What follows belongs to an exercise in optimizing a design on an open flow for small area, a short achievable clock period and few clock cycles per item; a production flow would make more cautious choices.
The RTL was checked by simulation tests, not by an equivalence proof against the original design.
Power figures rest on the tool's default switching activity, not on a simulated workload.

Setup of the baseline:
// aes_key_sched_iter
module aes_key_sched_iter #(
  parameter logic [2:0] MODES_EN = 3'b111,
  parameter int         IDX_W    = 6
) (
  input  logic             clk,
  input  logic             rst_n,
  input  logic             start,
  input  logic [1:0]       mode,
  input  logic [255:0]     key_in,
  output logic             busy,
  output logic             word_valid,
  input  logic             word_ready,
  output logic [31:0]      word_out,
  output logic [IDX_W-1:0] word_idx,
  output logic             done,
  output logic             err
);
  function automatic logic [3:0] sbox_s1(input logic [7:0] a);
    logic U0, U1, U2, U3, U4, U5, U6, U7;
    logic T1, T2, T3, T4, T5, T6, T7, T8, T9, T10, T11, T12, T13, T14, T15, T16;
    logic T17, T18, T19, T20, T21, T22, T23, T24, T25, T26, T27;
    logic M1, M2, M3, M4, M5, M6, M7, M8, M9, M10, M11, M12, M13, M14, M15, M16;
    logic M17, M18, M19, M20, M21, M22, M23;
    {U0, U1, U2, U3, U4, U5, U6, U7} = a;
    T1 = U0 ^ U3;   T2 = U0 ^ U5;   T3 = U0 ^ U6;   T4 = U3 ^ U5;
    T5 = U4 ^ U6;   T6 = T1 ^ T5;   T7 = U1 ^ U2;   T8 = U7 ^ T6;
    T9 = U7 ^ T7;   T10 = T6 ^ T7;  T11 = U1 ^ U5;  T12 = U2 ^ U5;
  ...
Settings: LEC_CHECK=0, ABC_AREA=1, CAP_MARGIN=20, CORE_MARGIN=2, CORE_UTILIZATION=40, SETUP_SLACK_MARGIN=2.0, SLEW_MARGIN=20; clock period 6.0 ns.
run.sh (not shown) runs the stock make flow with config.mk's settings and CLKGATE_MAP_FILE= SYNTH_SCRIPT=/design/flow/synth_recipe.tcl, a recipe that flattens the netlist after the stock synthesis.
Testbench counts of the baseline, summed over its fixed seeds: cycles 27,072, words 26,552.
Edits applied to the flow inputs when going from the baseline to the candidate:
-- flow/config.mk --
<<< the baseline, line 7
export LEC_CHECK = 0
export ABC_AREA = 1
export CAP_MARGIN = 20
>>> the candidate, line 7
export LEC_CHECK = 0
export CAP_MARGIN = 20
- The candidate closes out successfully: all stages finished, all timing, DRC and antenna checks passed.
- Non-clock buffer count grows by a few percent when moving from the baseline to the candidate.
- Compared with the baseline, the candidate shows final-layout fill cell count lower by 12%.
- The global-route usage of the candidate exceeds that of the baseline by 2.2 points.
- The candidate ended with more critical path depth than the baseline.
- Diff the baseline -> the candidate: final setup slack of the worst path fell 0.14 ns; path depth of the worst reg2reg path fell 4.

* * *

Another version of the RTL of aes_key_sched_iter (not shown whole).
Size in the first run: about 2000 cells after synthesis, roughly 340 flip-flops, roughly 300 I/O pins.
==> flow/config.mk <==
export PLATFORM = sky130hd
export DESIGN_NAME = aes_key_sched_iter
export DESIGN_NICKNAME = aes_key_sched_iter
export VERILOG_FILES = /design/flow/design.v
export SDC_FILE = /design/flow/constraint.sdc
export NUM_CORES = 4
export LEC_CHECK = 0
export CAP_MARGIN = 20
export CORE_MARGIN = 2
export CORE_UTILIZATION = 40
export CTS_CLUSTER_DIAMETER = 100
export CTS_CLUSTER_SIZE = 30
export SETUP_SLACK_MARGIN = 2.5
export SLEW_MARGIN = 20
==> flow/constraint.sdc <==
create_clock -name core_clock -period 6.0 [get_ports {clk}]
set_input_delay 1.2000 -clock core_clock [delete_from_list [all_inputs] [get_ports {clk}]]
set_output_delay 1.2000 -clock core_clock [all_outputs]
set_load 0.01 [all_outputs]
standard.sh (not shown) runs the stock make flow with config.mk's settings and CLKGATE_MAP_FILE= SYNTH_SCRIPT=/design/flow/synth_recipe.tcl, a recipe that flattens the netlist after the stock synthesis.
==> flow/flow/run.sh <==
#!/bin/bash
# Standard layout, but the port buffers that global placement inserts are
# sky130_fd_sc_hd__buf_1 instead of the resizer's default pick; later repair
# steps may still resize them.
set -euo pipefail
cd "$(dirname "$0")/.."
export BUFFER_PORTS_ARGS="-buffer_cell sky130_fd_sc_hd__buf_1"
bash standard.sh > standard.log 2>&1
The baseline passed the timing, design-rule and antenna checks.
Testbench counts at the start, summed over its fixed seeds: cycles 27,072, words 26,552.
Next try:
--- a/flow/config.mk
+++ b/flow/config.mk
@@ -10,4 +10,2 @@
 export CORE_UTILIZATION = 40
-export CTS_CLUSTER_DIAMETER = 100
-export CTS_CLUSTER_SIZE = 30
 export SETUP_SLACK_MARGIN = 2.5
Effect: Synthesized area is unchanged. Wire length goes up by 1.4%. Clock skew falls by 0.0099 ns. Worst setup slack barely changes. Power goes up by 10%. Fmax stays flat. Sequential share of layout area fell by 1.2 points. Final area went up by 3.4%.
Next try:
--- a/flow/config.mk
+++ b/flow/config.mk
@@ -10,3 +10,3 @@
 export CORE_UTILIZATION = 40
-export SETUP_SLACK_MARGIN = 2.5
+export SETUP_SLACK_MARGIN = 3.0
 export SLEW_MARGIN = 20
What happened: The changed run finished with timing, DRC and antenna clean; clock skew stays flat; die area is unchanged; sequential cell count stays the same; count of clock-buffer cells in the layout fell by 1.

* * *

aes_key_sched_iter, a different RTL version from the one above (not shown whole).
Size: ~360 flip-flops, about 300 I/O pins, ~17,000 sq um of cells after synthesis.
clock: 6.0 ns
lec_check: 0
cap_margin: 20
core_margin: 2
core_utilization: 55
cts_cluster_diameter: 100
cts_cluster_size: 24
setup_slack_margin: 3.2
slew_margin: 20
==> flow/flow/run.sh <==
#!/bin/bash
# Standard layout with two changes:
#  - the combinational logic is mapped with an area-oriented ABC script
#    (flow/abc_map.script) instead of ORFS's speed script; the resizer's
#    timing repair later sizes what needs it. Registers are mapped by the
#    standard dfflibmap step before ABC runs, so they are unchanged.
#  - the port buffers that global placement inserts are
#    sky130_fd_sc_hd__buf_1; later repair steps may still resize them.
set -euo pipefail
cd "$(dirname "$0")/.."
rm -rf scripts_copy
cp -r "$FLOW_HOME/scripts" scripts_copy
cp flow/abc_map.script scripts_copy/abc_speed.script
export SCRIPTS_DIR="$PWD/scripts_copy"
export BUFFER_PORTS_ARGS="-buffer_cell sky130_fd_sc_hd__buf_1"
bash standard.sh > standard.log 2>&1
==> flow/flow/abc_map.script <==
strash
&get -n
&st
&dch
&nf
&put
topo
stime -c
The starting point produced a clean layout.
Testbench counts at the start, summed over its fixed seeds: cycles 27,072, words 26,552.
Rerun with:
Settings changed: CORE_UTILIZATION 55 to 65, SETUP_SLACK_MARGIN 3.2 to 3.45.
Routed wire length rises by 6.2%.
Fmax went up by 1.2%.
Worst hold slack gains 0.0039 ns.
Power rises by 8.7%.
Worst setup slack gains 0.033 ns.
Count of clock-buffer cells in the layout came out higher by 1.
First-iteration DRC count rises by 41%.
Utilization climbs by 14 points.
Cell count went down by 0.41%.
Register-to-register slack gains 0.03 ns.
Global-route usage is higher by 5.8 points.
Rerun with:
Settings changed: CORE_UTILIZATION 65 to 55, SETUP_SLACK_MARGIN 3.45 to 3.7.
Outcome: Clock power barely changes; count of clock-buffer cells in the layout falls by 2; via count came out higher by about 0.56%; worst hold slack loses 0.0069 ns; die area climbs by about 18%; total power went up by 9.0%; non-clock buffer count increases by 70.
Rerun with:
Settings changed: SETUP_SLACK_MARGIN 3.7 to 3.45.
=> The changed run ran to the end with no violations. Critical path depth rose by 1. Final area fell by 7.1%. Sequential share of layout area rose by 2.2 points. Die area stays the same. Setup slack improves by 0.094 ns. Flip-flop and latch count does not change. Area after synthesis stays the same. Clock power hardly moves.

* * *

Another version of the RTL of aes_key_sched_iter (not shown whole).
For scale: about 360 flip-flops, roughly 300 I/O pins, about 17000 um^2 of cells after synthesis.
clock: 6.0 ns
lec_check: 0
cap_margin: 20
core_margin: 2
core_utilization: 55
cts_cluster_diameter: 100
cts_cluster_size: 28
setup_slack_margin: 3.45
slew_margin: 20
tns_end_percent: 10
Scripts as last shown in full above: flow/flow/run.sh, flow/flow/abc_map.script
Testbench counts at the start, summed over its fixed seeds: cycles 27,072, words 26,552.
Change:
==> flow/flow/abc_map.script (replaced) <==
strash
&get -n
&st
&syn2
&dch -f
&nf -R 1000
&put
topo
stime -c
TNS_END_PERCENT = not set   (was 10)
The new run passed the timing, design-rule and antenna checks.
Global-route usage climbs by 1.2 points.
Clock skew hardly moves.
Sequential share of layout area climbs by 0.17 points.
Non-clock buffer count climbs by 7.
Change:
==> flow/flow/abc_map.script (replaced) <==
strash
&get -n
&st
&dch
&nf
&put
topo
stime -c
Cell area came out higher by 0.98%.
Synthesized cell count came out lower by about 8%.
Sequential cell count stays the same.
Setup slack improves by 58 ps.
Total power came out higher by about 2.4%.
Critical path depth came out higher by 4.
Sequential power stays flat.
Count of clock-buffer cells in the layout came out higher by 2.
Die area came out higher by about 1.8%.
Via count came out lower by about 3%.
Utilization came out lower by 1.1 points.
Change:
CTS_CLUSTER_SIZE = 32   (was 28)
After rerunning: The new run completed with no timing, DRC or antenna violations. Synthesized area stays the same. Die area is unchanged. Design area is about the same. Power decreases slightly. Combinational power is about the same. Via count is about the same.

* * *

== 09-24 ==
Another version of the RTL of aes_key_sched_iter (not shown whole).
Size in the first run: ~360 flip-flops, ~20000 um^2 of cells after synthesis.
==> flow/design.v (excerpt) <==
module aes_key_sched_iter #(
  parameter logic [2:0] MODES_EN = 3'b111,
  parameter int         IDX_W    = 6
) (
  input  logic             clk,
  input  logic             rst_n,
  input  logic             start,
  input  logic [1:0]       mode,
  input  logic [255:0]     key_in,
  output logic             busy,
  output logic             word_valid,
  input  logic             word_ready,
  output logic [31:0]      word_out,
  output logic [IDX_W-1:0] word_idx,
  output logic             done,
  output logic             err
);
Settings: LEC_CHECK=0, CAP_MARGIN=20, CORE_MARGIN=2, CORE_UTILIZATION=55, CTS_CLUSTER_DIAMETER=100, CTS_CLUSTER_SIZE=24, SETUP_SLACK_MARGIN=3.2, SLEW_MARGIN=20; clock period 6.0 ns.
==> flow/flow/run.sh <==
#!/bin/bash
# Standard layout, but the port buffers that global placement inserts are
# sky130_fd_sc_hd__buf_1 instead of the resizer's default pick; later repair
# steps may still resize them.
set -euo pipefail
cd "$(dirname "$0")/.."
export BUFFER_PORTS_ARGS="-buffer_cell sky130_fd_sc_hd__buf_1"
bash standard.sh > standard.log 2>&1
09-24 finished end to end and its layout was clean on timing, DRC and antenna.
Testbench counts of 09-24, summed over its fixed seeds: cycles 27,072, words 26,552.
What 08-23 does differently from 09-24 at the input level:
Settings: a change of SETUP_SLACK_MARGIN from 3.2 to 2.9.
- The lower post-layout total power of 08-23 and 09-24 is in 08-23.
- [compare] base=09-24 new=08-23: met1 routed wirelength after detailed routing now smaller; post-synthesis area per instance comparable; via count of the first global-routing pass now smaller.
- Of 08-23 and 09-24, the higher count of clock-buffer cells in the layout belongs to 09-24.
- As far as H-tree level count is concerned, 08-23 and 09-24 perform about the same.
- The lower fraction of standard cell area that is sequential of 08-23 and 09-24 is in 09-24.
- Final critical-path required period | 08-23 above 09-24
- Summary of the comparison: register-to-register slack is lower in 08-23, relative to 09-24.
- The maximum clock frequency of 08-23 is lower than that of 09-24.

[static timing again, ports no longer ideal]
In the flow no input, the clock included, has a driving cell. The finished layouts below were timed again as built, in two steps. Step 1 sets driving cells, clkbuf_16 on the clock port and buf_2 on the other inputs (assumed; they add their load-dependent delay and slew). Step 2 also shifts input and output timing later by t, the mid clock arrival at the registers, as if the neighbouring blocks saw the same clock. Three values: no drivers, after step 1, after step 2; two values: the first two.
run	shift t [ns]	slack for setup (ns)	worst setup path at the end	clock arrival spread, ns
the baseline	0.625	2.274 / 2.280 / 1.684	input to register	0.023 / 0.024
the candidate	0.613	2.133 / 2.133 / 1.826	input to register	0.023 / 0.023
the first run of note 2	0.589	2.611 / 2.611 / 2.310	input to register	0.028 / 0.027
the second run of note 2	0.587	2.611 / 2.611 / 2.284	input to register	0.019 / 0.019
the third run of note 2	0.614	2.835 / 2.835 / 2.603	input to register	0.020 / 0.020
the first run of note 3	0.568	3.300 / 3.300 / 2.827	input to register	0.029 / 0.029
the second run of note 3	0.578	3.333 / 3.333 / 2.944	input to register	0.026 / 0.026
the third run of note 3	0.577	3.309 / 3.309 / 3.167	input to register	0.036 / 0.036
the fourth run of note 3	0.565	3.403 / 3.403 / 3.047	input to register	0.026 / 0.026
the first run of note 4	0.570	3.479 / 3.468 / 3.007	input to register	0.017 / 0.017
the second run of note 4	0.575	3.446 / 3.467 / 2.904	input to register	0.015 / 0.015
the third run of note 4	0.578	3.504 / 3.482 / 3.015	input to register	0.014 / 0.014
the fourth run of note 4	0.566	3.510 / 3.493 / 3.033	input to register	0.020 / 0.020
09-24	0.579	3.176 / 3.176 / 2.885	input to register	0.014 / 0.014
08-23	0.579	3.057 / 3.057 / 2.671	input to register	0.029 / 0.029
After both steps every run listed still meets setup and hold. For the baseline, which loses most, drivers alone change the setup slack by +0.006 ns; drivers and shift together by -0.590 ns.
